From an optimization exercise on the open Yosys and OpenROAD flow, aimed at small area and a short achievable clock period; shortcuts taken in it are not production practice. At most, simulation tests tie the RTL to the original design; equivalence was not proved. No functional check of the RTL was part of runs 1, 4 and 5. No activity file was given, so power comes from the tool's default toggle rates.

**config.mk**
```make
export PLATFORM = sky130hd
export DESIGN_NAME = hot_tracker_top
export DESIGN_NICKNAME = hot_tracker_top
export VERILOG_FILES = /design/flow/design.v
export SDC_FILE = /design/flow/constraint.sdc
export NUM_CORES = 4
export LEC_CHECK = 0
export CAP_MARGIN = 20
export CORE_MARGIN = 2
export CORE_UTILIZATION = 60
export CTS_BUF_LIST = sky130_fd_sc_hd__clkbuf_16
export CTS_CLUSTER_DIAMETER = 120
export CTS_CLUSTER_SIZE = 24
export SLEW_MARGIN = 20
export SYNTH_HIERARCHICAL = 1
export SYNTH_MINIMUM_KEEP_SIZE = 0
```
**constraint.sdc**
```tcl
create_clock -name core_clock -period 24.0 [get_ports {clk_400mhz}]
set_input_delay 4.8000 -clock core_clock [delete_from_list [all_inputs] [get_ports {clk_400mhz}]]
set_output_delay 4.8000 -clock core_clock [all_outputs]
set_load 0.01 [all_outputs]
```
**design.v**
```verilog
package hot_tracker_pkg;
  localparam int ADDR_SIZE  = 33;                     
  localparam int DATA_SIZE  = 22;                     
  localparam int PAGE_SHIFT = ADDR_SIZE - DATA_SIZE;  
  localparam int CNT_SIZE   = 13;                     
  localparam int CMD_WIDTH  = 4;                      
  localparam int TOP_K           = 5;  
  localparam int DEF_NUM_ENTRY   = 8;  
  localparam int DEF_MIG_CREDITS = 2;  
  typedef logic [ADDR_SIZE-1:0] addr_t;  
  typedef logic [DATA_SIZE-1:0] page_t;  
  typedef logic [CNT_SIZE-1:0]  cnt_t;   
  typedef logic [CMD_WIDTH-1:0] cmd_t;   
endpackage
`timescale 1ns/100ps
module addr_ge #(
  parameter int W = hot_tracker_pkg::ADDR_SIZE
) (
  input  logic [W-1:0] a,
  input  logic [W-1:0] b,
  output logic         ge
);
  logic [W-1:0] g, p;
  always_comb begin
    for (int i = 0; i < W; i++) begin
      g[i] = a[i] & ~b[i];
      p[i] = a[i] | ~b[i];
    end
    for (int s = 1; s < W; s = s * 2) begin
      for (int i = W - 1; i >= 0; i--) begin
        if ((i / s) % 2 == 1) begin
          g[i] = g[i] | (p[i] & g[(i / s) * s - 1]);
          p[i] = p[i] & p[(i / s) * s - 1];
        end
      end
    end
    ge = g[W-1] | p[W-1];
  end
endmodule
module access_filter (
  input  logic                   clk_400mhz,
  input  logic                   rstn,
  input  hot_tracker_pkg::addr_t araddr,
  input  logic                   arvalid,
  input  logic                   arready,
  input  hot_tracker_pkg::addr_t csr_addr_lb,
  input  hot_tracker_pkg::addr_t csr_addr_ub,
  output logic                   mem_chan_rd_en
);
  hot_tracker_pkg::addr_t lb_r;       
  hot_tracker_pkg::addr_t ub_r;
  logic                   above_lb, below_ub;
  always_ff @(posedge clk_400mhz or negedge rstn) begin
    if (!rstn) begin
      lb_r <= '0;
      ub_r <= '0;
    end else begin
      lb_r <= csr_addr_lb;
      ub_r <= csr_addr_ub;
    end
  end
  addr_ge u_ge_lb (.a(araddr), .b(lb_r), .ge(above_lb));
  addr_ge u_le_ub (.a(ub_r), .b(araddr), .ge(below_ub));
  assign mem_chan_rd_en = arvalid & arready & above_lb & below_ub;
endmodule
`timescale 1ns/100ps
module page_match #(
  parameter int PW = hot_tracker_pkg::DATA_SIZE - 1
) (
  input  logic [PW-1:0] a,
  input  logic [PW-1:0] b,
  input  logic          valid,
  output logic          hit
);
  assign hit = valid & (a == b);
endmodule
module hot_tracker_bank #(
  parameter  int NUM_ENTRY = hot_tracker_pkg::DEF_NUM_ENTRY,
  localparam int CW        = hot_tracker_pkg::CNT_SIZE,
  localparam int PW        = hot_tracker_pkg::DATA_SIZE - 1
) (
  input  logic                      clk_400mhz,
  input  logic                      rstn,
  input  logic                      upd_en,      
  input  logic [PW-1:0]             page,        
  input  logic [NUM_ENTRY-1:0]      clr,         
  output logic [NUM_ENTRY-1:0]      valid,
  output logic [NUM_ENTRY*CW-1:0]   cnt_flat,
  output logic [NUM_ENTRY*PW-1:0]   page_flat
);
  logic [PW-1:0]        page_tab [NUM_ENTRY];
  logic [CW-1:0]        cnt_tab  [NUM_ENTRY];
  logic [NUM_ENTRY-1:0] hit;           
  logic                 any_hit;
  logic [NUM_ENTRY-1:0] alloc;
  logic [NUM_ENTRY-1:0] cnt_we;
  logic [NUM_ENTRY:0]   full_below;    
  logic [CW-1:0]        cnt_rd;        
  logic                 sat;
  logic [CW-1:0]        cnt_wr;        
  for (genvar i = 0; i < NUM_ENTRY; i++) begin : g_match
    page_match #(.PW(PW)) u_match (
      .a     (page_tab[i]),
      .b     (page),
      .valid (valid[i]),
      .hit   (hit[i])
    );
  end
  assign any_hit = |hit;
  always_comb begin
    cnt_rd = '0;
    for (int i = 0; i < NUM_ENTRY; i++) cnt_rd = cnt_rd | (cnt_tab[i] & {CW{hit[i]}});
  end
  assign sat    = &cnt_rd;
  assign cnt_wr = cnt_rd + 1'b1;
  always_comb begin
    full_below[0] = 1'b1;
    for (int i = 0; i < NUM_ENTRY; i++) begin
      full_below[i+1] = full_below[i] & valid[i];
      alloc[i]        = upd_en & ~any_hit & ~valid[i] & full_below[i];
      cnt_we[i]       = (upd_en & hit[i] & ~sat) | alloc[i];
    end
  end
  always_ff @(posedge clk_400mhz or negedge rstn) begin
    if (!rstn) valid <= '0;
    else       valid <= (valid & ~clr) | alloc;
  end
  for (genvar i = 0; i < NUM_ENTRY; i++) begin : g_ent
    always_ff @(posedge clk_400mhz) begin
      if (!valid[i]) page_tab[i] <= page;
      if (cnt_we[i]) cnt_tab[i]  <= cnt_wr;
    end
    assign cnt_flat[i*CW +: CW]  = cnt_tab[i];
    assign page_flat[i*PW +: PW] = page_tab[i];
  end
endmodule
`timescale 1ns/100ps
module max_stage #(
  parameter int N = 16
) (
  input  logic [N-1:0] cand,
  input  logic [N-1:0] cbit,
  output logic [N-1:0] cand_o
);
  logic any;
  assign any    = |(cand & cbit);
  assign cand_o = cand & (cbit | {N{~any}});
endmodule
module max_stage2 #(
  parameter int N = 16
) (
  input  logic [N-1:0] cand,
  input  logic [N-1:0] chi,
  input  logic [N-1:0] clo,
  output logic [N-1:0] cand_o
);
  logic any_hi, any_lo, any_both, any_lo_only;
  assign any_hi      = |(cand & chi);
  assign any_both    = |(cand & chi & clo);
  assign any_lo_only = |(cand & clo);
  assign any_lo      = any_hi ? any_both : any_lo_only;
  assign cand_o      = cand & (chi | {N{~any_hi}}) & (clo | {N{~any_lo}});
endmodule
module mig_addr_selector #(
  parameter  int NUM_ENTRY   = hot_tracker_pkg::DEF_NUM_ENTRY,
  parameter  int MIG_CREDITS = hot_tracker_pkg::DEF_MIG_CREDITS,
  localparam int CW          = hot_tracker_pkg::CNT_SIZE,
  localparam int PW          = hot_tracker_pkg::DATA_SIZE - 1,
  localparam int N           = 2 * NUM_ENTRY,
  localparam int IDX_W       = $clog2(N)
) (
  input  logic                    clk_400mhz,
  input  logic                    rstn,
  input  logic                    query_en,
  input  hot_tracker_pkg::cmd_t   query_cmd,
  input  logic                    mig_credit,
  input  logic [N-1:0]            valid,       
  input  logic [N*CW-1:0]         cnt_flat,    
  input  logic [N*PW-1:0]         page_flat,   
  output logic                    busy,
  output logic [N-1:0]            clr,
  output logic                    query_ready,
  output logic                    mig_addr_en,
  output hot_tracker_pkg::addr_t  mig_addr
);
  localparam int CRED_W = $clog2(MIG_CREDITS + 1);
  logic [2:0]        remain;
  logic [2:0]        k_clamped;
  logic [CRED_W-1:0] credits;
  logic              accept;
  logic              any_valid;
  logic              emit;
  logic [N-1:0]      cand;
  logic [N-1:0]      sel;
  logic [N-1:0]      sel_r;        
  logic [PW-1:0]     mig_page;
  assign query_ready = ~busy;
  assign accept      = query_en & ~busy;
  assign k_clamped   = (query_cmd > 4'd5) ? 3'd5 : query_cmd[2:0];
  assign any_valid   = |valid;
  logic [N-1:0] cbit   [CW];
  logic [N-1:0] cand_b [CW+1];
  for (genvar b = 0; b < CW; b++) begin : g_cbit
    for (genvar i = 0; i < N; i++) begin : g_ent
      assign cbit[b][i] = cnt_flat[i*CW + b];
    end
  end
  assign cand_b[CW] = valid;
  for (genvar b = CW - 1; b >= 1; b -= 2) begin : g_srch2
    max_stage2 #(.N(N)) u_stage (.cand(cand_b[b+1]), .chi(cbit[b]), .clo(cbit[b-1]), .cand_o(cand_b[b-1]));
  end
  if (CW % 2 == 1) begin : g_srch1
    max_stage #(.N(N)) u_stage (.cand(cand_b[1]), .cbit(cbit[0]), .cand_o(cand_b[0]));
  end
  assign cand = cand_b[0];
  always_comb begin
    logic seen;
    seen = 1'b0;
    sel  = '0;
    for (int i = 0; i < N; i++) begin
      sel[i] = cand[i] & ~seen;
      seen   = seen | cand[i];
    end
  end
  assign emit = busy & any_valid & (credits != '0);
  assign clr  = emit ? sel : '0;
  always_ff @(posedge clk_400mhz or negedge rstn) begin
    if (!rstn) begin
      busy <= 1'b0;
    end else if (accept) begin
      busy <= (k_clamped != '0);
    end else if (busy) begin
      if (!any_valid || (emit && remain == 3'd1)) busy <= 1'b0;
    end
  end
  always_ff @(posedge clk_400mhz) begin
    if (accept)    remain <= k_clamped;
    else if (emit) remain <= remain - 1'b1;
  end
  always_ff @(posedge clk_400mhz or negedge rstn) begin
    if (!rstn) begin
      credits     <= CRED_W'(MIG_CREDITS);
      mig_addr_en <= 1'b0;
    end else begin
      credits     <= credits - CRED_W'(emit) + CRED_W'(mig_credit);
      mig_addr_en <= emit;
    end
  end
  always_ff @(posedge clk_400mhz) sel_r <= sel;
  always_comb begin
    mig_page = '0;
    for (int i = 0; i < N; i++) mig_page = mig_page | (page_flat[i*PW +: PW] & {PW{sel_r[i]}});
  end
  assign mig_addr = {mig_page, |sel_r[N-1:NUM_ENTRY], {hot_tracker_pkg::PAGE_SHIFT{1'b0}}};
endmodule
`timescale 1ns/100ps
module hot_tracker_top #(
  parameter int NUM_ENTRY   = hot_tracker_pkg::DEF_NUM_ENTRY,
  parameter int MIG_CREDITS = hot_tracker_pkg::DEF_MIG_CREDITS
) (
  input  logic                   clk_400mhz,
  input  logic                   rstn,
  input  hot_tracker_pkg::addr_t araddr,
  input  logic                   arvalid,
  input  logic                   arready,
  input  hot_tracker_pkg::addr_t csr_addr_lb,
  input  hot_tracker_pkg::addr_t csr_addr_ub,
  input  logic                   query_en,
  input  hot_tracker_pkg::cmd_t  query_cmd,
  input  logic                   mig_credit,
  output logic                   mem_chan_rd_en,
  output logic                   query_ready,
  output logic                   mig_addr_en,
  output hot_tracker_pkg::addr_t mig_addr
);
  localparam int CW = hot_tracker_pkg::CNT_SIZE;
  localparam int PW = hot_tracker_pkg::DATA_SIZE - 1;
  localparam int PS = hot_tracker_pkg::PAGE_SHIFT;
  logic                     busy;
  logic [2*NUM_ENTRY-1:0]   valid;
  logic [2*NUM_ENTRY-1:0]   clr;
  logic [2*NUM_ENTRY*CW-1:0] cnt_flat;
  logic [2*NUM_ENTRY*PW-1:0] page_flat;
  logic                     upd_even, upd_odd;
  access_filter u_access_filter (
    .clk_400mhz     (clk_400mhz),
    .rstn           (rstn),
    .araddr         (araddr),
    .arvalid        (arvalid),
    .arready        (arready),
    .csr_addr_lb    (csr_addr_lb),
    .csr_addr_ub    (csr_addr_ub),
    .mem_chan_rd_en (mem_chan_rd_en)
  );
  assign upd_even = mem_chan_rd_en & ~busy & ~araddr[PS];
  assign upd_odd  = mem_chan_rd_en & ~busy &  araddr[PS];
  hot_tracker_bank #(.NUM_ENTRY(NUM_ENTRY)) u_even_bank (
    .clk_400mhz (clk_400mhz),
    .rstn       (rstn),
    .upd_en     (upd_even),
    .page       (araddr[hot_tracker_pkg::ADDR_SIZE-1:PS+1]),
    .clr        (clr[NUM_ENTRY-1:0]),
    .valid      (valid[NUM_ENTRY-1:0]),
    .cnt_flat   (cnt_flat[NUM_ENTRY*CW-1:0]),
    .page_flat  (page_flat[NUM_ENTRY*PW-1:0])
  );
  hot_tracker_bank #(.NUM_ENTRY(NUM_ENTRY)) u_odd_bank (
    .clk_400mhz (clk_400mhz),
    .rstn       (rstn),
    .upd_en     (upd_odd),
    .page       (araddr[hot_tracker_pkg::ADDR_SIZE-1:PS+1]),
    .clr        (clr[2*NUM_ENTRY-1:NUM_ENTRY]),
    .valid      (valid[2*NUM_ENTRY-1:NUM_ENTRY]),
    .cnt_flat   (cnt_flat[2*NUM_ENTRY*CW-1:NUM_ENTRY*CW]),
    .page_flat  (page_flat[2*NUM_ENTRY*PW-1:NUM_ENTRY*PW])
  );
  mig_addr_selector #(
    .NUM_ENTRY   (NUM_ENTRY),
    .MIG_CREDITS (MIG_CREDITS)
  ) u_mig_addr_selector (
    .clk_400mhz  (clk_400mhz),
    .rstn        (rstn),
    .query_en    (query_en),
    .query_cmd   (query_cmd),
    .mig_credit  (mig_credit),
    .valid       (valid),
    .cnt_flat    (cnt_flat),
    .page_flat   (page_flat),
    .busy        (busy),
    .clr         (clr),
    .query_ready (query_ready),
    .mig_addr_en (mig_addr_en),
    .mig_addr    (mig_addr)
  );
endmodule
```
**flow/run.sh**
```bash
#!/bin/bash
# Own layout flow: the standard ORFS flow (standard.sh, unchanged synthesis),
# with two changes to how the layout is optimised:
#  - port buffers use a regular buffer cell instead of the resizer's default pick
#  - timing repair aims for extra setup margin (the SDC and clock are unchanged)
# Each tool's full output stays in orfs/logs/...; make's own output goes to flow_make.log.
set -euo pipefail
export BUFFER_PORTS_ARGS="-buffer_cell sky130_fd_sc_hd__buf_1"
export SETUP_SLACK_MARGIN="${OWN_SETUP_MARGIN:-13}"
export TNS_END_PERCENT="${OWN_TNS_END:-10}"
bash standard.sh > flow_make.log 2>&1
```
**standard.sh**
```bash
#!/bin/bash
# synth_recipe.tcl (not shown) runs the flow's synth.tcl, then flattens the netlist and writes it again
# the make line also repeats each setting of config.mk as NAME=value (left out here)
make -C /OpenROAD-flow-scripts/flow DESIGN_CONFIG=/design/flow/config.mk WORK_HOME=/design/flow/orfs CLKGATE_MAP_FILE= SYNTH_SCRIPT=/design/flow/synth_recipe.tcl "${@:-finish}"
```
==> impl_results.md, run 1 <==
* Status: no timing/DRC/antenna violations
* Clk root buf: clkbuf_16
* Overall power at approximately 3.3 mW
* Most frequent CP cell: maj3_2
* GRT overflow at 0
* Crit path buf inv count at 3
* Yosys cell types at between 70 and 80
* Syn avg cell area at 13.6 um2
* Die width at 233 um
* Mapped cell area at roughly 0.032 mm2
* Crit-path leading delay family: adder cells
* Hold Slack at 506 ps
* Slowest CP cell: maj3_2
* Final Routed Wirelength at around 110,000 um
* Clock transition time at the flip-flop clock pins of the worst setup and hold paths at 100 ps
* Final worst path period share at roughly 48%
* Inserted Clock Buffers at 31
* Met2 Usage GRT at 56.2%
* Crit path launch type: primary input
* Static leakage at about 13 nW
* Synth async-reset ratio at between 10% and 20%
* First-pass GRT wire length at ~150,000 um
* Worst-Skew Late Latency at around 650 ps
* Yosys reg bits at about 650
* Routed vias/inst at between 7 and 8
* RSZ-0062 raised after global routing: yes
* Post-synth top area cell: edfxtp_1
* Fmax at ~0.087 GHz
* Final clock skew at slightly above 40 ps
* Die ar. at 0.0545 mm2
* Hold WC Path Type: flip-flop to flip-flop
* Top-level I/O count at 145
* Max_slew headroom at between 20% and 30%
* Largest net degree at the start of global routing at 68
* Post-route ant nets at 0
* FF+latch area at 0.0189 mm2
* CTS H-Tree Depth at 1
* Setup CP Type: primary input to output pin
* Post-Synthesis Cells at about 2,300
* Met3 usage in global routing at between 10% and 20%
* Crit path arrival time at ~6700 ps
* Gr usage total at 39.0%
* Gpl congestion at between 1 and 1.5
* Crit end category: output pin
* CP max stage delay at roughly 320 ps
* Post-synth top flop: edfxtp_1
* IO Port Bufs at ~130
* Share of the synthesized area in the top cell type at 52.0%
* DRC at 0
* Peak VDD IR at between 60 and 70 uV
* Vias at between 20,000 and 25,000
* Initial antenna violation count at 3
* Slew Viols, Final at 0
* Area delta synth->final at 10.4%
* Met1 Use GR at 57.5%
* Slew at the pin closest to its max-slew limit at 1180 ps
* RR Startpoint: u_even_bank.valid[3]
* Clk buf depth at 3
* Critical Path Start: araddr[1]
* Pre-CTS setup slack at roughly 12,000 ps
* Vias in the first global route at approximately 23,000
* Final WS setup at approximately 13,000 ps
* Final setup fails at 0
* Initial Util at around 60%
* Hpwl dp at roughly 73,000 um
* Die Ht at around 230 um
* Critical path depth at 9
* Filler cells at between 3,000 and 4,000
* Multi-input combinational cell area at between 0.01 and 0.015 mm2
* CP Cell Sequence: buf_1, inv_1, maj3_2, maj3_2, a211o_1, a311o_1, nand4_1, and4_4, buf_6
* Setup Total Neg Slack at 0 ps
* Most frequent cells in the layout: 547 x edfxtp_1, 335 x xor2_1, 154 x a22oi_1, 143 x nand3_1, 114 x a22o_1
* EDFF count, synth at roughly 550
* Commonest non-fill, non-tap cell in the layout: edfxtp_1
* Sequential area share after synthesis at 59.8%
* Row count at 84
* Area contributors post-synth: edfxtp_1 52%, xor2_1 9.3%, dfrtp_1 6.7%
* CP required at roughly 19,000 ps
* PwrDens at 93.9 mW/mm2
* TritonCTS Sinks at 649
* RR Endpoint: u_even_bank.valid[7]
* Total of max-cap violations at 0
* Final Hold Viols at 0
* Wire per inst at ~34 um
* Final min period at roughly 11,000 ps
* Initial drt markers at 4,262
* Core footprint at 0.0523 mm2
* Net count reported at finish at between 2,000 and 3,000
* Setup crit end: mem_chan_rd_en
* CTS tree: yes
* Most Crowded Layer GR: met1
* Reg2reg path depth at roughly 40
* Antenna diode count at 0
* Share of cells above drive strength 1 at approximately an eighth
* R2R setup slack at roughly 13,000 ps
* Drt first pass iters at 7
* Synth warn at 18
* Crit Path Max Fanout at 2
## Yosys stat by module, one instance, submodules excluded, a selection
module | area (um2) | flip-flops and latches | times used | cells inside
addr_ge | 604 | 0 | 2 | 95
access_filter | 1660 | 66 | 1 | 67
hot_tracker_top | 21.3 | 0 | 1 | 2
## routing by layer
layer	vias up	part of all wire, %
met1	12000	38
li1	9888	-
met3	296	15
met5	-	0.012
met2	2088	43
met4	2	3.7
## state kept, by name, summed over array words and instances, names as in the netlist
signal                           flops
u_access_filter.lb_r                33
u_access_filter.ub_r                33
u_even_bank.cnt_tab                104
u_even_bank.page_tab               168
u_even_bank.valid                    8
u_mig_addr_selector.busy             1
u_mig_addr_selector.credits          2
u_mig_addr_selector.mig_addr_en      1
u_mig_addr_selector.remain           3
u_mig_addr_selector.sel_r           16
u_odd_bank.cnt_tab                 104
u_odd_bank.page_tab                168
u_odd_bank.valid                     8
## worst reg2reg max path, delay by kind of cell, from the launching register on
kind / cells / cell delay (ps)
AO/OA/AOI/OAI: 19 / 4680
AND/OR/NAND/NOR: 19 / 5040
flip-flops: 1 / 520
buffers and inverters: 3 / 500
## timing repair
action | 4_1_cts | 5_1_grt
pin swaps | 10 | 14
resized for setup | 56 | 44
hold buffers | 0 | 0
setup endpoints to repair | 33 | 30
setup buffers | 12 | 32
cloned | 2 | 6
## power by group
group	internal, mW	total (mW)	leakage, nW	switching [mW]
clock network	0.238	0.596	0.527	0.358
registers	1.44	1.60	6.92	0.160
logic	0.360	1.08	5.28	0.715
## cell usage after synthesis (8+ instances only)
cell      instances
o221a_1          60
nor3_1           10
xnor2_1          24
nand4_2          14
o21ai_0          13
edfxtp_1        547
mux2i_1           8
maj3_1           12
o21a_1           18
dfrtp_1          85
o221a_2          36
o21ai_1           8
nand2b_1         35
nand4_1          93
nor2b_1           9
a221oi_1        112
o22ai_1          12
o221ai_1          8
xor2_1          335
buf_4            18
clkbuf_8         10
clkinv_1          8
a22o_1          114
inv_2            10
a22oi_1         154
clkbuf_1         29
nand2_1          26
buf_6             9
nor4_1           94
and4_1            9
and3_1           15
dfxtp_1          16
a21oi_1          13
nand3_1         144
nor2_1           34
and2_1           12
inv_1            55
## how the worst min path moves through the flow
| stage | start | slack, ps | endpoint | cells past startpoint |
|---|---|---|---|---|
| floorplan | u_mig_addr_selector.credits[1] | 470 | u_mig_addr_selector.credits[1] | 1 |
| global placement | u_mig_addr_selector.credits[1] | 480 | u_mig_addr_selector.credits[1] | 1 |
| detailed placement | u_mig_addr_selector.credits[1] | 490 | u_mig_addr_selector.credits[1] | 1 |
| CTS | u_mig_addr_selector.credits[1] | 510 | u_mig_addr_selector.credits[1] | 1 |
| global route | u_mig_addr_selector.credits[1] | 510 | u_mig_addr_selector.credits[1] | 1 |
| finish | u_mig_addr_selector.credits[1] | 510 | u_mig_addr_selector.credits[1] | 1 |
## cell type report
type	count	share of cell area [%]
Timing Repair Buffer	257	5.29
Tap cell	688	2.47
Clock buffer	31	2.22
Multi-Input combinational cell	1528	34.7
Inverter	73	0.785
Clock inverter	26	0.355
Sequential cell	649	54.2
## cell families after synthesis
family	synth area share, %
xor+xnor	9.95
flops	59.8
buf+inv	2.61
other cells	0.0119
mux	0.253
simple gates	10.6
compound gates	16.0
fa+ha+maj	0.760
## metrics by stage
step / area (um2) / utilization, % / instances
after floorplan: 31600 / - / 2326
after global placement: 33100 / 63.2 / 3143
after detailed placement: 33100 / 63.2 / 3143
after CTS: 34400 / 65.7 / 3214
after global routing: 34900 / 66.7 / 3252
final: 34900 / 66.7 / 3252
==> run 2: changes to the inputs <==
--- a/design.v
+++ b/design.v
@@ -47,21 +47,23 @@
   input  hot_tracker_pkg::addr_t csr_addr_ub,
   output logic                   mem_chan_rd_en
 );
-  hot_tracker_pkg::addr_t lb_r;       
+  hot_tracker_pkg::addr_t lb_r;
   hot_tracker_pkg::addr_t ub_r;
+  logic                   loaded;    
+  logic                   in_range;
   logic                   above_lb, below_ub;
   always_ff @(posedge clk_400mhz or negedge rstn) begin
-    if (!rstn) begin
-      lb_r <= '0;
-      ub_r <= '0;
-    end else begin
-      lb_r <= csr_addr_lb;
-      ub_r <= csr_addr_ub;
-    end
+    if (!rstn) loaded <= 1'b0;
+    else       loaded <= 1'b1;
+  end
+  always_ff @(posedge clk_400mhz) begin
+    lb_r <= csr_addr_lb;
+    ub_r <= csr_addr_ub;
   end
   addr_ge u_ge_lb (.a(araddr), .b(lb_r), .ge(above_lb));
   addr_ge u_le_ub (.a(ub_r), .b(araddr), .ge(below_ub));
-  assign mem_chan_rd_en = arvalid & arready & above_lb & below_ub;
+  assign in_range       = loaded ? (above_lb & below_ub) : (araddr == '0);
+  assign mem_chan_rd_en = arvalid & arready & in_range;
 endmodule
 `timescale 1ns/100ps
 module page_match #(
--- a/config.mk
+++ b/config.mk
@@ -5,12 +5,12 @@
 export SDC_FILE = /design/flow/constraint.sdc
 export NUM_CORES = 4
 export LEC_CHECK = 0
-export CAP_MARGIN = 20
+export CAP_MARGIN = 0
 export CORE_MARGIN = 2
-export CORE_UTILIZATION = 60
+export CORE_UTILIZATION = 70
 export CTS_BUF_LIST = sky130_fd_sc_hd__clkbuf_16
 export CTS_CLUSTER_DIAMETER = 120
 export CTS_CLUSTER_SIZE = 24
-export SLEW_MARGIN = 20
+export SLEW_MARGIN = 0
 export SYNTH_HIERARCHICAL = 1
 export SYNTH_MINIMUM_KEEP_SIZE = 0
==> run 2 against run 1 <==
- total power fell by 5.7%
- sequential power barely moved
- area after synthesis fell by 0.67%
- die area fell by 15%
- clock skew fell by 9.6 ps
- critical endpoint unchanged
- highest routed layer unchanged
==> impl_results.md, run 2 <==
* Net count reported at finish at 2,628 (-1.0%)
* Die Ht at 216 um (-7.6%)
* CTS H-Tree Depth at 1 (unchanged)
* Die ar. at 0.0465 mm2 (-15%)
* Clock transition time at the flip-flop clock pins of the worst setup and hold paths at 100 ps (about the same)
* DRC at 0 (unchanged)
* Peak VDD IR at 81.3 uV (+23%)
* Max_slew headroom at 10.9% (-9.8 points)
* Final core occ at 76.9% (+10 points)
* R2R setup slack at 12,760 ps (-390 ps)
* Met1 Use GR at 61.4% (+3.9 points)
* Hold WC Path Type: flip-flop to flip-flop
* Crit end category: output pin
* Mapped cell area at 0.0314 mm2 (-0.67%)
* Vias in the first global route at 23,600 (+3.0%)
* TritonCTS Sinks at 650 (+0.15%)
* Area contributors post-synth: edfxtp_1 52%, xor2_1 9.3%, dfxtp_1 5.2%
* Synth async-reset ratio at 3.23% (-10 points)
* CP required at 19,200 ps (about the same)
* Crit Path Max Fanout at 4 (+2)
* Slew Viols, Final at 0 (unchanged)
* CTS tree: yes
* Area delta synth->final at 8.39%
* Share of cells above drive strength 1 at 9.57% (-2.4 points)
* WHS Endpoint: u_mig_addr_selector.credits[1]
* Wire per inst at 33.9 um (+1.0%)
* Final worst path period share at 48.8% (+0.96 points)
* Final setup fails at 0 (unchanged)
* Post-synth top area cell: edfxtp_1
* Antenna diode count at 0 (unchanged)
* CP max stage delay at 400 ps (+80 ps)
* Initial Util at 71.0% (+11 points)
* Initial drt markers at 5,012 (+18%)
* Row count at 77 (-8.3%)
* Most frequent cells in the layout: 547 x edfxtp_1, 335 x xor2_1, 154 x a22oi_1, 145 x nand3_1, 114 x a22o_1
* Vias at 24,900 (+2.6%)
* Reg2reg path depth at 43 (+4.9%)
* Worst Hold Launch: u_mig_addr_selector.credits[1]
* Synth warn at 18 (unchanged)
* EDFF count, synth at 547 (unchanged)
* Post-synth top flop: edfxtp_1
* GRT overflow at 0 (unchanged)
* Clk root buf: clkbuf_16
* Post-Synthesis Cells at 2,332 (+0.69%)
* IO Port Bufs at 133 (unchanged)
* RSZ-0062 raised after global routing: yes
* Yosys reg bits at 650 (+0.15%)
* Gpl congestion at 1.01 (-3.9%)
* Filler cells at 2,729 (-29%)
* Hpwl dp at 69,800 um (-3.7%)
* Final Routed Wirelength at 106,000 um (-2.7%)
* Final min period at 11,700 ps (+231 ps)
* Setup CP Type: primary input to output pin
* Total of max-cap violations at 0 (unchanged)
* Crit path arrival time at 6900 ps (+230 ps)
* Fmax at 0.0855 GHz (-2.0%)
* RR Startpoint: u_even_bank.valid[3]
* Static leakage at 12.2 nW (-3.8%)
* Routed vias/inst at 7.96 (+6.6%)
* CP Cell Sequence: buf_2, buf_12, buf_4, a22oi_1, o221ai_1, maj3_1, o21bai_1, nand4_1, and3_1, a31o_1, buf_6
* Commonest cells post-synth: 547 x edfxtp_1, 335 x xor2_1, 154 x a22oi_1
* Final Hold Viols at 0 (unchanged)
* Core footprint at 0.0442 mm2 (-16%)
* Gr usage total at 44.5% (+5.5 points)
* RR Endpoint: u_even_bank.valid[7]
* Top-level I/O count at 145 (unchanged)
* WHS Path Cells at 1 (unchanged)
* Most Crowded Layer GR: met2
* Share of the synthesized area in the top cell type at 52.3% (+0.35 points)
* Largest net degree at the start of global routing at 39 (-43%)
* Inserted Clock Buffers at 31 (unchanged)
* Worst-Skew Late Latency at 650 ps (about the same)
* Sequential area share after synthesis at 59.3% (-0.57 points)
* Met3 usage in global routing at 15.6% (+4.5 points)
* Slowest CP cell: maj3_1
* PwrDens at 90.8 mW/mm2 (-3.3%)
* Met2 Usage GRT at 64.4% (+8.2 points)
* Status: no timing/DRC/antenna violations
* Slew at the pin closest to its max-slew limit at 1340 ps (+154 ps)
* First-pass GRT wire length at 152,000 um (-1.0%)
* Clk buf depth at 3 (unchanged)
* Largest regs: u_even_bank.page_tab: 168 flops, u_odd_bank.page_tab: 168 flops
* Initial antenna violation count at 3 (unchanged)
* Top-count cell post-synth: edfxtp_1
* Commonest non-fill, non-tap cell in the layout: edfxtp_1
* Syn avg cell area at 13.5 um2 (-1.4%)
* Crit path launch type: primary input
* Cts hold-fix bufs at 0 (unchanged)
* Setup Total Neg Slack at 0 ps (unchanged)
* Final clock skew at 31.9 ps (-9.61 ps)
* Yosys cell types at 77 (+2.7%)
* Drt first pass iters at 11 (+4)
* Die width at 216 um (-7.6%)
* Post-route ant nets at 0 (unchanged)
-- run 2: changes by cell type after synthesis, sizes merged, moves of 2 or more --
cell / change
nand4: +2
nor4: +8
dfrtp: -65
dfxtp: +66
-- run 2: how the worst max path moves through the flow --
stage	start	to	cells past startpoint
finish	araddr[24]	mem_chan_rd_en	11
global route	araddr[24]	mem_chan_rd_en	11
CTS	araddr[0]	mem_chan_rd_en	10
detailed placement	u_even_bank.valid[5]	u_odd_bank.valid[4]	43
global placement	araddr[32]	mem_chan_rd_en	10
floorplan	araddr[0]	mem_chan_rd_en	8
-- run 2: cell families (layout without fill, tap and decap cells) --
logic type / after synthesis / in the layout / synth area share, %
other: 2 / 12 / 0.0239
adders and majority gates: 22 / 22 / 0.766
DFF: 650 / 650 / 59.3
and+or+nand+nor: 552 / 552 / 10.9
AOI/OAI and AO/OA: 588 / 590 / 16.1
xor gates and xnor gates: 359 / 359 / 10.0
buffers and inverters: 151 / 345 / 2.63
muxes: 8 / 8 / 0.255
-- run 2: critical path, delay by kind of cell --
kind            cells  cell delay (ps)
compound gates      4              760
buf+inv             4              590
fa+ha+maj           1              400
simple gates        2              340
-- run 2: final cells by class --
cell class	instances	area, um2	share of cell area [%]
Sequential cell	650	18600	54.7
Multi-Input combinational cell	1543	12100	35.6
Timing Repair Buffer	214	1400	4.10
Clock buffer	31	776	2.28
Tap cell	592	741	2.18
Inverter	73	274	0.806
Clock inverter	27	133	0.390
-- run 2: what timing repair did --
item                       in CTS  in global routing
cloned                          0                  4
setup buffers                   6                  6
gates resized for setup        41                 31
setup endpoints to repair      33                 32
pin swaps                       5                 13
-- run 2: through the flow --
stage	instance area [um2]	total power, mW	cells	worst slack [ps]	hold slack (ps)
2_1_floorplan	31400	2.05	2342	12800	475
5_1_grt	34000	3.15	3130	12190	529
3_5_place_dp	32600	2.45	3056	11680	495
6_report	34000	3.09	3130	12300	506
3_3_place_gp	32600	2.42	3056	11780	486
4_1_cts	33800	3.02	3120	12340	508
-- run 2: per-layer routing --
layer	up-vias	routed length [um]
met3	501	18100
met1	12100	36800
met5	-	46
met4	4	6100
met2	2471	44900
li1	9860	-
-- run 2: where the power goes --
part / total (mW) / internal [mW] / switching [mW]
registers: 1.57 / 1.42 / 0.145
clock network: 0.586 / 0.238 / 0.348
logic: 0.937 / 0.303 / 0.634
-- run 2: per-module statistics from Yosys, one instance, submodules excluded, excerpt --
module,times used,flops+latches
addr_ge,2,0
hot_tracker_top,1,0
access_filter,1,67
==> run 3: changes to the inputs <==
--- a/config.mk
+++ b/config.mk
@@ -5,12 +5,12 @@
 export SDC_FILE = /design/flow/constraint.sdc
 export NUM_CORES = 4
 export LEC_CHECK = 0
-export CAP_MARGIN = 0
+export CAP_MARGIN = 20
 export CORE_MARGIN = 2
-export CORE_UTILIZATION = 70
+export CORE_UTILIZATION = 60
 export CTS_BUF_LIST = sky130_fd_sc_hd__clkbuf_16
 export CTS_CLUSTER_DIAMETER = 120
 export CTS_CLUSTER_SIZE = 24
-export SLEW_MARGIN = 0
+export SLEW_MARGIN = 20
 export SYNTH_HIERARCHICAL = 1
 export SYNTH_MINIMUM_KEEP_SIZE = 0
==> run 3 against run 2 <==
- still clean on timing, DRC and antenna
- sequential share of layout area is 0.59 points lower
- sequential cell count unchanged
- design area increased by 1.1%
- count of clock-buffer cells in the layout unchanged
- first-iteration DRC count decreased by 10%
- critical path depth decreased by 1
- global-route usage down 5.0 points
- clock skew is 1.9 ps lower
- sequential power about the same
- critical path type unchanged
- highest routed layer is now met4
==> impl_results.md, run 3 <==
* CTS tree: yes
* Row count at 83 (+7.8%)
* Net count reported at finish at 2,639 (+0.42%)
* Clk buf depth at 3 (unchanged)
* Post-route ant nets at 0 (unchanged)
* Crit end category: output pin
* Mapped cell area at 0.0314 mm2 (unchanged)
* Final core occ at 66.8% (-10 points)
* Hold WC Path Type: flip-flop to flip-flop
* Sequential area share after synthesis at 59.3% (unchanged)
* WHS Path Cells at 1 (unchanged)
* Status: no timing/DRC/antenna violations
* Slew at the pin closest to its max-slew limit at 1280 ps (-60.6 ps)
* Gpl congestion at 1.05 (+3.4%)
* Largest regs: u_even_bank.page_tab: 168 flops, u_odd_bank.page_tab: 168 flops
* Yosys cell types at 77 (unchanged)
* Inserted Clock Buffers at 31 (unchanged)
* Die width at 233 um (+7.9%)
* Initial drt markers at 4,490 (-10%)
* Share of cells above drive strength 1 at 10.8% (+1.2 points)
* Peak VDD IR at 66.6 uV (-18%)
* Post-synth top area cell: edfxtp_1
* Antenna diode count at 0 (unchanged)
* Max_slew headroom at 14.2% (+3.3 points)
* Clock transition time at the flip-flop clock pins of the worst setup and hold paths at 90 ps (about the same)
* Area delta synth->final at 9.61%
* Final WS setup at 12,460 ps (+162 ps)
* Vias in the first global route at 23,200 (-1.8%)
* Final Hold Viols at 0 (unchanged)
* Final worst path period share at 48.1% (-0.68 points)
* Commonest cells post-synth: 547 x edfxtp_1, 335 x xor2_1, 154 x a22oi_1
* Die Ht at 233 um (+7.9%)
* PwrDens at 89.9 mW/mm2 (-1.0%)
* TritonCTS Sinks at 650 (unchanged)
* Fmax at 0.0867 GHz (+1.4%)
* Setup CP Type: primary input to output pin
* Gr usage total at 39.5% (-5.0 points)
* Reg2reg path depth at 42 (-2.3%)
* Share of the synthesized area in the top cell type at 52.3% (unchanged)
* DRC at 0 (unchanged)
* Pre-CTS setup slack at 11,570 ps (-114 ps)
* Setup Total Neg Slack at 0 ps (unchanged)
* Top-level I/O count at 145 (unchanged)
* Initial Util at 60.9% (-10 points)
* Hold Slack at 517 ps (+10.8 ps)
* Wire per inst at 33.4 um (-1.2%)
* Largest net degree at the start of global routing at 39 (unchanged)
* First-pass GRT wire length at 156,000 um (+2.4%)
* Final clock skew at 30.1 ps (-1.86 ps)
* Most frequent cells in the layout: 547 x edfxtp_1, 335 x xor2_1, 154 x a22oi_1, 143 x nand3_1, 114 x a22o_1
* Initial antenna violation count at 2 (-1)
* R2R setup slack at 13,260 ps (+500 ps)
* Synth warn at 18 (unchanged)
* Drt first pass iters at 9 (-2)
* Yosys reg bits at 650 (unchanged)
* Crit Path Max Fanout at 3 (-1)
* GRT overflow at 0 (unchanged)
* Clk root buf: clkbuf_16
* RSZ-0062 raised after global routing: yes
* Post-synth top flop: edfxtp_1
* Vias at 24,400 (-2.0%)
* Crit path launch type: primary input
* Core footprint at 0.0515 mm2 (+16%)
* Final min period at 11,540 ps (-162 ps)
* Crit path arrival time at 6740 ps (-160 ps)
* RR Startpoint: u_odd_bank.valid[4]
* Final setup fails at 0 (unchanged)
* EDFF count, synth at 547 (unchanged)
* Static leakage at 12.4 nW (+0.93%)
* Routed vias/inst at 7.56 (-5.0%)
* Commonest non-fill, non-tap cell in the layout: edfxtp_1
* Synth async-reset ratio at 3.23% (unchanged)
* WHS Endpoint: u_mig_addr_selector.credits[1]
* Slew Viols, Final at 0 (unchanged)
* Worst-Skew Late Latency at 640 ps (about the same)
* CP required at 19,200 ps (about the same)
* Syn avg cell area at 13.5 um2 (unchanged)
* RR Endpoint: u_even_bank.valid[7]
* CTS H-Tree Depth at 1 (unchanged)
* Post-Synthesis Cells at 2,332 (unchanged)
* Hpwl dp at 71,700 um (+2.7%)
* Area contributors post-synth: edfxtp_1 52%, xor2_1 9.3%, dfxtp_1 5.2%
* Final Routed Wirelength at 108,000 um (+1.8%)
* Top-count cell post-synth: edfxtp_1
* IO Port Bufs at 133 (unchanged)
* Die ar. at 0.0541 mm2 (+16%)
* Total of max-cap violations at 0 (unchanged)
* Worst Hold Launch: u_mig_addr_selector.credits[1]
* Cts hold-fix bufs at 0 (unchanged)
## run 3: changes by cell type in the layout (fill, tap and decap cells not counted), sizes merged
cell / previous run / this run
inv: 91 / 90
clkbuf: 47 / 51
buf: 198 / 202
a21oi: 21 / 23
bufbuf: 0 / 1
## run 3: per-layer routing
metal | vias up | share of wire (%) | global-route usage (%)
met2 | 2138 | 42 | 57.1
li1 | 9900 | - | -
met1 | 12000 | 39 | 57.0
met3 | 337 | 15 | 11.4
met5 | - | 0 | 0
met4 | 0 | 4.1 | 13.6
## run 3: layout make-up
cell class                      count  area (um2)
Fill cell                        3740       17100
Tap cell                          680         851
Clock inverter                     26         124
Clock buffer                       31         776
Sequential cell                   650       18600
Timing Repair Buffer              223        1570
Inverter                           73         274
Multi-Input combinational cell   1545       12200
## run 3: worst max-delay path: stages
cell and delay, ps:
buf_2 130, nor2b_4 120, maj3_2 310, maj3_2 310, a211o_1 270, a311o_1 270
nand4_1 90, and3_1 160, a31o_4 170, buf_6 100
## run 3: report_power, final
group	total (mW)	leakage (nW)	switching, mW	internal, mW
registers	1.57	6.73	0.146	1.42
clock network	0.594	0.527	0.356	0.238
logic	0.930	5.10	0.620	0.310
total	3.09	12.4	1.12	1.97
## run 3: what timing repair did
| action | 4_1_cts | 5_1_grt |
|---|---|---|
| endpoints found under the setup margin | 33 | 32 |
| gates cloned | 2 | 5 |
| setup buffers | 8 | 10 |
| pin swaps | 10 | 10 |
| gates resized for setup | 57 | 41 |
## run 3: kinds of logic after synthesis
kind of cell	share of synthesized area, %
other cells	0.0239
xor+xnor	10.0
simple gates	10.9
compound gates	16.1
flops	59.3
mux	0.255
fa+ha+maj	0.766
buf+inv	2.63
## run 3: stage by stage
stage,power [mW],instances,instance area (um2)
2_1_floorplan,2.05,2342,31400
3_5_place_dp,2.45,3146,32800
3_3_place_gp,2.44,3146,32800
4_1_cts,3.04,3213,34100
6_report,3.09,3228,34400
5_1_grt,3.17,3228,34400
## run 3: worst max path at each step
stage                     startpoint             end  cells past startpoint
after floorplan            araddr[0]  mem_chan_rd_en                      8
after global placement    araddr[26]  mem_chan_rd_en                      9
after detailed placement  araddr[26]  mem_chan_rd_en                      9
after CTS                  araddr[0]  mem_chan_rd_en                     10
after global routing      araddr[31]  mem_chan_rd_en                     11
final                      araddr[0]  mem_chan_rd_en                     10
## run 3: modules after synthesis, one instance, submodules excluded, a selection
module	cells inside	area (um2)	flops+latches
addr_ge	95	604	0
hot_tracker_top	2	21.3	0
access_filter	83	1450	67
==> run 4: changes to the inputs <==
--- a/design.v
+++ b/design.v
@@ -13,29 +13,59 @@
   typedef logic [CMD_WIDTH-1:0] cmd_t;   
 endpackage
 `timescale 1ns/100ps
-module addr_ge #(
-  parameter int W = hot_tracker_pkg::ADDR_SIZE
-) (
-  input  logic [W-1:0] a,
-  input  logic [W-1:0] b,
-  output logic         ge
+module ge_pair (
+  input  logic [1:0] a,
+  input  logic [1:0] b,
+  output logic       g,
+  output logic       p
 );
-  logic [W-1:0] g, p;
-  always_comb begin
-    for (int i = 0; i < W; i++) begin
-      g[i] = a[i] & ~b[i];
-      p[i] = a[i] | ~b[i];
-    end
-    for (int s = 1; s < W; s = s * 2) begin
-      for (int i = W - 1; i >= 0; i--) begin
-        if ((i / s) % 2 == 1) begin
-          g[i] = g[i] | (p[i] & g[(i / s) * s - 1]);
-          p[i] = p[i] & p[(i / s) * s - 1];
-        end
-      end
-    end
-    ge = g[W-1] | p[W-1];
+  logic gn1, pn1, gn0, pn0;
+  assign gn1 = ~(a[1] & ~b[1]);
+  assign pn1 = ~(a[1] | ~b[1]);
+  assign gn0 = ~(a[0] & ~b[0]);
+  assign pn0 = ~(a[0] | ~b[0]);
+  assign g   = ~(gn1 & (pn1 | gn0));
+  assign p   = ~(pn1 | pn0);
+endmodule
+module ge_quad (
+  input  logic [3:0] g,
+  input  logic [3:0] p,
+  output logic       g_o,
+  output logic       p_o
+);
+  logic gn1, pn1, gn0, pn0;
+  assign gn1 = ~(g[3] | (p[3] & g[2]));
+  assign pn1 = ~(p[3] & p[2]);
+  assign gn0 = ~(g[1] | (p[1] & g[0]));
+  assign pn0 = ~(p[1] & p[0]);
+  assign g_o = ~(gn1 & (pn1 | gn0));
+  assign p_o = ~(pn1 | pn0);
+endmodule
+module ge_root (
+  input  logic g,
+  input  logic p,
+  input  logic a0,
+  input  logic b0,
+  output logic ge_n
+);
+  assign ge_n = ~(g | (p & (a0 | ~b0)));
+endmodule
+module addr_ge (
+  input  logic [32:0] a,
+  input  logic [32:0] b,
+  output logic        ge_n
+);
+  logic [15:0] g1, p1;
+  logic [3:0]  g2, p2;
+  logic        g3, p3;
+  for (genvar i = 0; i < 16; i++) begin : g_pair
+    ge_pair u (.a(a[2*i+2 -: 2]), .b(b[2*i+2 -: 2]), .g(g1[i]), .p(p1[i]));
+  end
+  for (genvar i = 0; i < 4; i++) begin : g_quad
+    ge_quad u (.g(g1[4*i+3 -: 4]), .p(p1[4*i+3 -: 4]), .g_o(g2[i]), .p_o(p2[i]));
   end
+  ge_quad u_top (.g(g2), .p(p2), .g_o(g3), .p_o(p3));
+  ge_root u_root (.g(g3), .p(p3), .a0(a[0]), .b0(b[0]), .ge_n(ge_n));
 endmodule
 module access_filter (
   input  logic                   clk_400mhz,
@@ -51,7 +81,7 @@
   hot_tracker_pkg::addr_t ub_r;
   logic                   loaded;    
   logic                   in_range;
-  logic                   above_lb, below_ub;
+  logic                   below_lb_n, above_ub_n;    
   always_ff @(posedge clk_400mhz or negedge rstn) begin
     if (!rstn) loaded <= 1'b0;
     else       loaded <= 1'b1;
@@ -60,9 +90,9 @@
     lb_r <= csr_addr_lb;
     ub_r <= csr_addr_ub;
   end
-  addr_ge u_ge_lb (.a(araddr), .b(lb_r), .ge(above_lb));
-  addr_ge u_le_ub (.a(ub_r), .b(araddr), .ge(below_ub));
-  assign in_range       = loaded ? (above_lb & below_ub) : (araddr == '0);
+  addr_ge u_ge_lb (.a(araddr), .b(lb_r), .ge_n(below_lb_n));
+  addr_ge u_le_ub (.a(ub_r), .b(araddr), .ge_n(above_ub_n));
+  assign in_range       = loaded ? ~(below_lb_n | above_ub_n) : (araddr == '0);
   assign mem_chan_rd_en = arvalid & arready & in_range;
 endmodule
 `timescale 1ns/100ps
==> run 4 against run 3 <==
- largest power group unchanged
- cell count increased by 3.0%
- highest routed layer is now met5
- wire length rose by 2.8%
- design area up 3.1%
- non-clock buffer count rose by 50
- sequential cell count did not move
==> impl_results.md, run 4 <==
* Cts hold-fix bufs at 0 (unchanged)
* Reg power frac at 48.6% (-2.1 points)
* Yosys cell types at 69 (-10%)
* Post-synthesis mux area share at 0.252% (-0.0033 points)
* CTS tree: yes
* Final Routed Wirelength at 111,000 um (+2.8%)
* Post-route ant nets at 0 (unchanged)
* CTS H-Tree Depth at 1 (unchanged)
* Most frequent cells in the layout: 547 x edfxtp_1, 335 x xor2_1, 152 x a22oi_1, 139 x nand3_1, 117 x buf_4
* P_int at 2.02 mW (+2.6%)
* Post-Synthesis Cells at 2,369 (+1.6%)
* Peak VDD IR at 85.2 uV (+28%)
* Largest net degree at the start of global routing at 38 (-2.6%)
* Gpl congestion at 1.01 (-3.5%)
* Slowest CP cell: maj3_2
* Top-level I/O count at 145 (unchanged)
* DRC at 0 (unchanged)
* RR Startpoint: u_odd_bank.valid[2]
* Sw frac at 37.6% (+1.3 points)
* Final Non-Filler Cells at 3,324 (+3.0%)
* Multi-input combinational cell area at 0.0125 mm2 (+2.8%)
* Sequential area share after synthesis at 58.5% (-0.76 points)
* Gr usage total at 39.4% (-0.095 points)
* Synth warn at 17 (-1)
* Top-count cell post-synth: edfxtp_1
* Vias in the first global route at 23,300 (+0.47%)
* R2R setup slack at 13,270 ps (about the same)
* Synth Area in Simple Gates at 11.3% (+0.36 points)
* Hpwl dp at 72,200 um (+0.62%)
* WHS Path Cells at 1 (unchanged)
* Mapped cell area at 0.0318 mm2 (+1.3%)
* Clock transition time at the flip-flop clock pins of the worst setup and hold paths at 100 ps (about the same)
* Routed vias/inst at 7.38 (-2.4%)
* FF+latch area at 0.0186 mm2 (about the same)
* Die Ht at 234 um (+0.64%)
* CP required at 19,200 ps (about the same)
* Crit path launch type: primary input
* Slew at the pin closest to its max-slew limit at 1260 ps (-12.3 ps)
* Net count reported at finish at 2,725 (+3.3%)
* Post-synthesis xor/xnor area fraction at 9.89% (-0.13 points)
* Crit path buf inv count at 2 (unchanged)
* Commonest non-fill, non-tap cell in the layout: edfxtp_1
* IO Port Bufs at 133 (unchanged)
* Placed Area at 0.0332 mm2 (+1.4%)
* Status: no timing/DRC/antenna violations
* GRT overflow at 0 (unchanged)
* Die ar. at 0.0548 mm2 (+1.3%)
* RR Endpoint: u_even_bank.valid[7]
* Final worst path period share at 47.1% (-0.96 points)
* Overall power at 3.24 mW (+4.8%)
* Hold WC Path Type: flip-flop to flip-flop
* Clk pwr share at 18.5% (-0.7 points)
* Inserted Clock Buffers at 31 (unchanged)
* Inst Count DP at 3,196 (+1.6%)
* Drt first pass iters at 5 (-4)
* Post-synth top flop: edfxtp_1
* Core footprint at 0.0524 mm2 (+1.8%)
* Static leakage at 13.1 nW (+5.9%)
* Crit path arrival time at 6510 ps (-230 ps)
* Largest family of logic cells by synthesized area: compound AO/OA/AOI/OAI gates
* CP Cell Sequence: clkbuf_16, nor2b_4, maj3_2, a21oi_2, o21ai_1, a21oi_1, o21ai_1, a21oi_2, nor2_1, a41o_2, buf_6
* Comb power frac at 32.8% (+2.7 points)
* Clk root buf: clkbuf_16
* Synth async-reset ratio at 3.23% (unchanged)
* Share of cells above drive strength 1 at 14.6% (+3.8 points)
* Fmax at 0.0884 GHz (+2.0%)
* EDFF count, synth at 547 (unchanged)
* Initial antenna violation count at 4 (+2)
* Slew Viols, Final at 0 (unchanged)
* Adder-Cell Fraction of Synth Area at 1.37% (+0.60 points)
* Post-synth top area cell: edfxtp_1
* Setup CP Type: primary input to output pin
* Switching pwr at 1.22 mW (+8.6%)
* Wire per inst at 33.4 um (-0.19%)
* Area contributors post-synth: edfxtp_1 52%, xor2_1 9.2%, dfxtp_1 5.2%
* Largest regs: u_even_bank.page_tab: 168 flops, u_odd_bank.page_tab: 168 flops
* Final Hold Viols at 0 (unchanged)
* Share of the synthesized area in the top cell type at 51.7% (-0.68 points)
* Final clock skew at 37.2 ps (+7.10 ps)
* Crit-path leading delay family: compound AO/OA/AOI/OAI gates
* Row count at 84 (+1.2%)
* CP max stage delay at 320 ps (about the same)
* Crit Path Max Fanout at 37 (+34)
* Max_slew headroom at 15.0% (+0.82 points)
* Reg2reg path depth at 44 (+4.8%)
* Clk buf depth at 3 (unchanged)
* Compound-Gate Fraction of Synth Area at 15.9% (-0.22 points)
* Worst-Skew Late Latency at 660 ps (+20 ps)
* TritonCTS Sinks at 650 (unchanged)
* First-pass GRT wire length at 156,000 um (about the same)
* Syn avg cell area at 13.4 um2 (-0.27%)
* Die width at 234 um (+0.64%)
* Total of max-cap violations at 0 (unchanged)
* Final min period at 11,310 ps (-229 ps)
* Final setup fails at 0 (unchanged)
* Vias at 24,500 (+0.48%)
* WHS Endpoint: u_mig_addr_selector.credits[1]
* Initial Util at 60.6% (-0.30 points)
* PwrDens at 91.4 mW/mm2 (+1.7%)
* Commonest cells post-synth: 547 x edfxtp_1, 335 x xor2_1, 152 x a22oi_1
* Worst Hold Launch: u_mig_addr_selector.credits[1]
* Crit end category: output pin
* Filler cells at 3,789 (+1.3%)
* RSZ-0062 raised after global routing: yes
* Setup Total Neg Slack at 0 ps (unchanged)
* Yosys reg bits at 650 (unchanged)
* Initial drt markers at 4,094 (-8.8%)
* Finished Cell Area at 0.0355 mm2 (+3.1%)
* Area delta synth->final at 11.5%
-- run 4: kinds of logic after synthesis --
| kind of cell | Yosys count |
|---|---|
| flops | 650 |
| buf+inv | 166 |
| xor+xnor | 359 |
| simple gates | 553 |
| other cells | 2 |
| mux | 8 |
| fa+ha+maj | 38 |
| compound gates | 593 |
-- run 4: power by group through the flow --
stage	Sequential (mW)	Clock, mW	Combinational, mW
2_1_floorplan	1.54	0	0.588
3_3_place_gp	1.58	0	0.978
3_5_place_dp	1.59	0	0.985
4_1_cts	1.56	0.601	1.00
5_1_grt	1.58	0.636	1.10
6_report	1.58	0.601	1.06
-- run 4: timing repair --
action / in CTS / in global routing
buffers inserted: 17 / 37
pin swaps: 11 / 17
resized for setup: 72 / 43
endpoints found under the setup margin: 33 / 33
gates cloned: 7 / 8
hold endpoints to repair: 0 / 0
-- run 4: metal layers --
layer  routed length (um)  track usage (%)  vias up
li1                     -                -    10000
met1                42100             55.6    12100
met2                47500             58.2     2056
met3                16600             11.4      349
met4                 4680             13.6        4
met5                   66            0.714        -
-- run 4: final cells by class --
cell class | instances | area share [%]
Antenna cell | 1 | 0.00706
Sequential cell | 650 | 52.5
Tap cell | 688 | 2.43
Clock buffer | 31 | 2.19
Clock inverter | 27 | 0.374
Inverter | 89 | 0.942
Timing Repair Buffer | 273 | 6.22
Multi-Input combinational cell | 1565 | 35.4
-- run 4: per-stage QoR --
step | setup WS (ps) | util (%) | hold WS [ps]
CTS | 12680 | 66.4 | 506
finish | 12690 | 67.6 | 504
global route | 12620 | 67.6 | 535
detailed placement | 11940 | 63.4 | 488
floorplan | 13200 | - | 475
global placement | 11950 | 63.4 | 486
-- run 4: how the worst max path moves through the flow --
stage          cells past startpoint       start  slack, ps        endpoint
2_1_floorplan                      9   araddr[1]      13200  mem_chan_rd_en
3_3_place_gp                      11  araddr[22]      11950  mem_chan_rd_en
3_5_place_dp                      11  araddr[22]      11940  mem_chan_rd_en
4_1_cts                           12  araddr[25]      12680  mem_chan_rd_en
5_1_grt                           11  araddr[17]      12620  mem_chan_rd_en
6_report                          11  araddr[17]      12690  mem_chan_rd_en
-- run 4: worst reg2reg max path, delay by kind of cell, from the launching register on --
family | cells | cell delay (ps)
simple gates | 20 | 4980
compound gates | 20 | 4310
buf+inv | 4 | 670
flops | 1 | 650
-- run 4: modules after synthesis (local to each module, per instance), a selection --
module	cells inside	flip-flops and latches
access_filter	83	67
ge_pair	5	0
ge_quad	6	0
ge_root	2	0
hot_tracker_top	2	0
==> run 5: changes to the inputs <==
--- a/config.mk
+++ b/config.mk
@@ -7,7 +7,7 @@
 export LEC_CHECK = 0
 export CAP_MARGIN = 20
 export CORE_MARGIN = 2
-export CORE_UTILIZATION = 60
+export CORE_UTILIZATION = 70
 export CTS_BUF_LIST = sky130_fd_sc_hd__clkbuf_16
 export CTS_CLUSTER_DIAMETER = 120
 export CTS_CLUSTER_SIZE = 24
==> run 5 against run 4 <==
- still clean
- first-iteration DRC count grew 25%
- combinational power is essentially flat
- sequential cell count is the same
- non-clock buffer count shrank 2
- sequential power is essentially flat
- clock power is essentially flat
- die area shrank 14%
- design area grew 0.49%
- count of clock-buffer cells in the layout is the same
- hold slack gained 2.4 ps
- register-to-register slack gained 30 ps
- fmax shrank 2.0%
- largest cell class unchanged
==> impl_results.md, run 5 <==
* Hpwl dp at 69,500 um (-3.6%)
* Syn avg cell area at 13.4 um2 (unchanged)
* Top-level I/O count at 145 (unchanged)
* Total of max-cap violations at 0 (unchanged)
* Synth warn at 17 (unchanged)
* Final Routed Wirelength at 113,000 um (+1.9%)
* Commonest cells post-synth: 547 x edfxtp_1, 335 x xor2_1, 152 x a22oi_1
* Clock transition time at the flip-flop clock pins of the worst setup and hold paths at 100 ps (about the same)
* Crit path buf inv count at 3 (+1)
* Yosys cell types at 69 (unchanged)
* Crit end category: output pin
* Slowest CP cell: maj3_2
* Post-Synthesis Cells at 2,369 (unchanged)
* Sequential area share after synthesis at 58.5% (unchanged)
* Die width at 217 um (-7.3%)
* Final core occ at 79.0% (+11 points)
* IO Port Bufs at 133 (unchanged)
* Area contributors post-synth: edfxtp_1 52%, xor2_1 9.2%, dfxtp_1 5.2%
* Hold Slack at 506 ps (+2.36 ps)
* Crit-path leading delay family: compound AO/OA/AOI/OAI gates
* Crit Path Max Fanout at 36 (-2.7%)
* Gpl congestion at 1.02 (+1.6%)
* Inserted Clock Buffers at 31 (unchanged)
* CP max stage delay at 340 ps (+20 ps)
* DRC at 0 (unchanged)
* RSZ-0062 raised after global routing: yes
* Met2 Usage GRT at 66.9% (+8.7 points)
* Slew Viols, Final at 0 (unchanged)
* CTS H-Tree Depth at 1 (unchanged)
* Fmax at 0.0867 GHz (-2.0%)
* Most frequent cells in the layout: 547 x edfxtp_1, 335 x xor2_1, 152 x a22oi_1, 139 x nand3_1
* CTS tree: yes
* Post-synth top area cell: edfxtp_1
* Post-synth top flop: edfxtp_1
* Final min period at 11,540 ps (+227 ps)
* Initial Util at 70.5% (+9.9 points)
* Initial antenna violation count at 4 (unchanged)
* Share of cells above drive strength 1 at 15.5% (+0.93 points)
* Peak VDD IR at 86.2 uV (+1.3%)
* Overall power at 3.26 mW (+0.78%)
* Area delta synth->final at 12.1%
* Net count reported at finish at 2,723 (-0.073%)
* Share of the synthesized area in the top cell type at 51.7% (unchanged)
* Die Ht at 217 um (-7.3%)
* Most Crowded Layer GR: met2
* Post-route ant nets at 0 (unchanged)
* Vias at 25,700 (+5.0%)
* Drt first pass iters at 11 (+6)
* Slew at the pin closest to its max-slew limit at 1290 ps (+26.8 ps)
* Final Hold Viols at 0 (unchanged)
* Routed vias/inst at 7.96 (+7.9%)
* Setup CP Type: primary input to output pin
* Max_slew headroom at 13.9% (-1.1 points)
* Worst-Skew Late Latency at 650 ps (about the same)
* GRT overflow at 0 (unchanged)
* Vias in the first global route at 24,500 (+5.3%)
* CP Cell Sequence: clkbuf_16, inv_1, maj3_2, a21oi_1, o21ai_1, a21oi_2, o21ai_1, a21oi_2, nor2_1, a41o_2, buf_6
* Final worst path period share at 48.1% (+0.95 points)
* Final Non-Filler Cells at 3,235 (-2.7%)
* TritonCTS Sinks at 650 (unchanged)
* Die ar. at 0.0471 mm2 (-14%)
* Hold WC Path Type: flip-flop to flip-flop
* Final WS setup at 12,460 ps (-227 ps)
* Top-count cell post-synth: edfxtp_1
* Row count at 78 (-7.1%)
* Crit path launch type: primary input
* Core footprint at 0.0451 mm2 (-14%)
* Yosys reg bits at 650 (unchanged)
* Final setup fails at 0 (unchanged)
* Mapped cell area at 0.0318 mm2 (unchanged)
* Setup Total Neg Slack at 0 ps (unchanged)
* CP required at 19,200 ps (about the same)
* Commonest non-fill, non-tap cell in the layout: edfxtp_1
* Status: no timing/DRC/antenna violations
* Gr usage total at 46.5% (+7.1 points)
* Clk root buf: clkbuf_16
* First-pass GRT wire length at 160,000 um (+2.9%)
* Initial drt markers at 5,136 (+25%)
* Synth async-reset ratio at 3.23% (unchanged)
* Placed Area at 0.0331 mm2 (-0.34%)
* Finished Cell Area at 0.0356 mm2 (+0.49%)
* Inst Count DP at 3,110 (-2.7%)
* Crit path arrival time at 6740 ps (+230 ps)
* Met1 Use GR at 61.2% (+5.5 points)
* Final clock skew at 37.4 ps (+0.217 ps)
* Largest regs: u_even_bank.page_tab: 168 flops, u_odd_bank.page_tab: 168 flops
* EDFF count, synth at 547 (unchanged)
* Clk buf depth at 3 (unchanged)
* Wire per inst at 34.9 um (+4.7%)
* Pre-CTS setup slack at 11,920 ps (-16.2 ps)
* Met3 usage in global routing at 20.3% (+8.9 points)
* PwrDens at 91.6 mW/mm2 (+0.29%)
* Static leakage at 13.2 nW (+1.1%)
* Largest net degree at the start of global routing at 38 (unchanged)
run 5: per-module statistics from Yosys, one instance, submodules excluded, excerpt:
| module | flops+latches | cell area, um2 | copies in the design |
|---|---|---|---|
| access_filter | 67 | 1440 | 1 |
| ge_pair | 0 | 41.3 | 32 |
| ge_quad | 0 | 26.3 | 10 |
| ge_root | 0 | 15.0 | 2 |
| hot_tracker_top | 0 | 21.3 | 1 |
run 5: logic make-up after synthesis:
family,after synthesis,share of synthesized area (%)
fa+ha+maj,38,1.37
buf+inv,166,2.79
compound gates,593,15.9
other cells,2,0.0236
xor+xnor,359,9.89
flops,650,58.5
mux,8,0.252
simple gates,553,11.3
run 5: area by class of cell:
class,count,area (um2)
Inverter,89,334
Timing Repair Buffer,271,2410
Sequential cell,650,18600
Clock inverter,26,124
Clock buffer,31,776
Tap cell,600,751
Antenna cell,3,7.51
Fill cell,2533,9460
Multi-Input combinational cell,1565,12600
run 5: path summary, 6_finish.rpt:
kind,startpoint,end,slack (ps),cells past startpoint
worst max-delay path,araddr[30],mem_chan_rd_en,12460,11
worst min-delay path,u_mig_addr_selector.credits[1],u_mig_addr_selector.credits[1],510,1
max in group asynchronous,rstn,u_mig_addr_selector.credits[1],19550,2
worst max register to register,u_even_bank.valid[3],u_even_bank.valid[7],13300,44
min in group asynchronous,rstn,u_odd_bank.valid[5],4140,2
worst min register to register,u_mig_addr_selector.credits[1],u_mig_addr_selector.credits[1],510,1
run 5: layer usage:
layer,vias up,wire length (um),share of wire [%]
met5,-,195,0.17
met4,10,6790,6.0
met3,593,20600,18
met2,2750,47400,42
met1,12300,38000,34
li1,10000,-,-
run 5: what timing repair did:
action,4_1_cts,5_1_grt
hold buffers,0,0
gates cloned,14,5
pin swaps,21,20
buffers inserted,32,14
resized for setup,99,58
setup endpoints to repair,33,32
run 5: report_power, final:
part	switching (mW)	total [mW]	internal (mW)	leakage (nW)
clock network	0.361	0.599	0.238	0.527
registers	0.162	1.59	1.43	6.73
logic	0.709	1.08	0.366	5.96
total	1.23	3.26	2.03	13.2

[port drivers added, routing unchanged]
Ports are ideal in the flow. The routed layouts listed here were re-timed in OpenROAD. Step 1 assumes that a clkbuf_16 drives the clock port and a buf_2 every other input. Step 2 moves the port delays by t, midway between the first and last clock arrival at a register: inputs arrive t later, outputs are due t later. That takes back most of the time a late clock gives input paths. Three values: ideal, step 1, step 2; two values: the first two.
| run | shift t [ns] | setup WS [ns] | hold slack, ns | slew at the worst register clock pin (ns) | pins driven straight from the clock port |
|---|---|---|---|---|---|
| run 1 | 0.694 | 12.528 / 12.389 / 12.389 | 0.506 / 0.506 / 0.506 | 0.11 / 0.11 | 1 |
| run 2 | 0.688 | 12.298 / 12.270 / 12.270 | 0.506 / 0.506 / 0.506 | 0.11 / 0.11 | 1 |
| run 3 | 0.680 | 12.460 / 12.372 / 12.372 | 0.517 / 0.517 / 0.517 | 0.10 / 0.10 | 1 |
| run 4 | 0.704 | 12.689 / 12.563 / 12.563 | 0.504 / 0.504 / 0.504 | 0.11 / 0.11 | 1 |
| run 5 | 0.691 | 12.462 / 12.339 / 12.339 | 0.506 / 0.506 / 0.506 | 0.11 / 0.11 | 1 |
After both steps setup and hold are still met in every run listed. For run 1, which loses most, drivers alone change the setup slack by -0.139 ns; drivers and shift together by -0.139 ns.
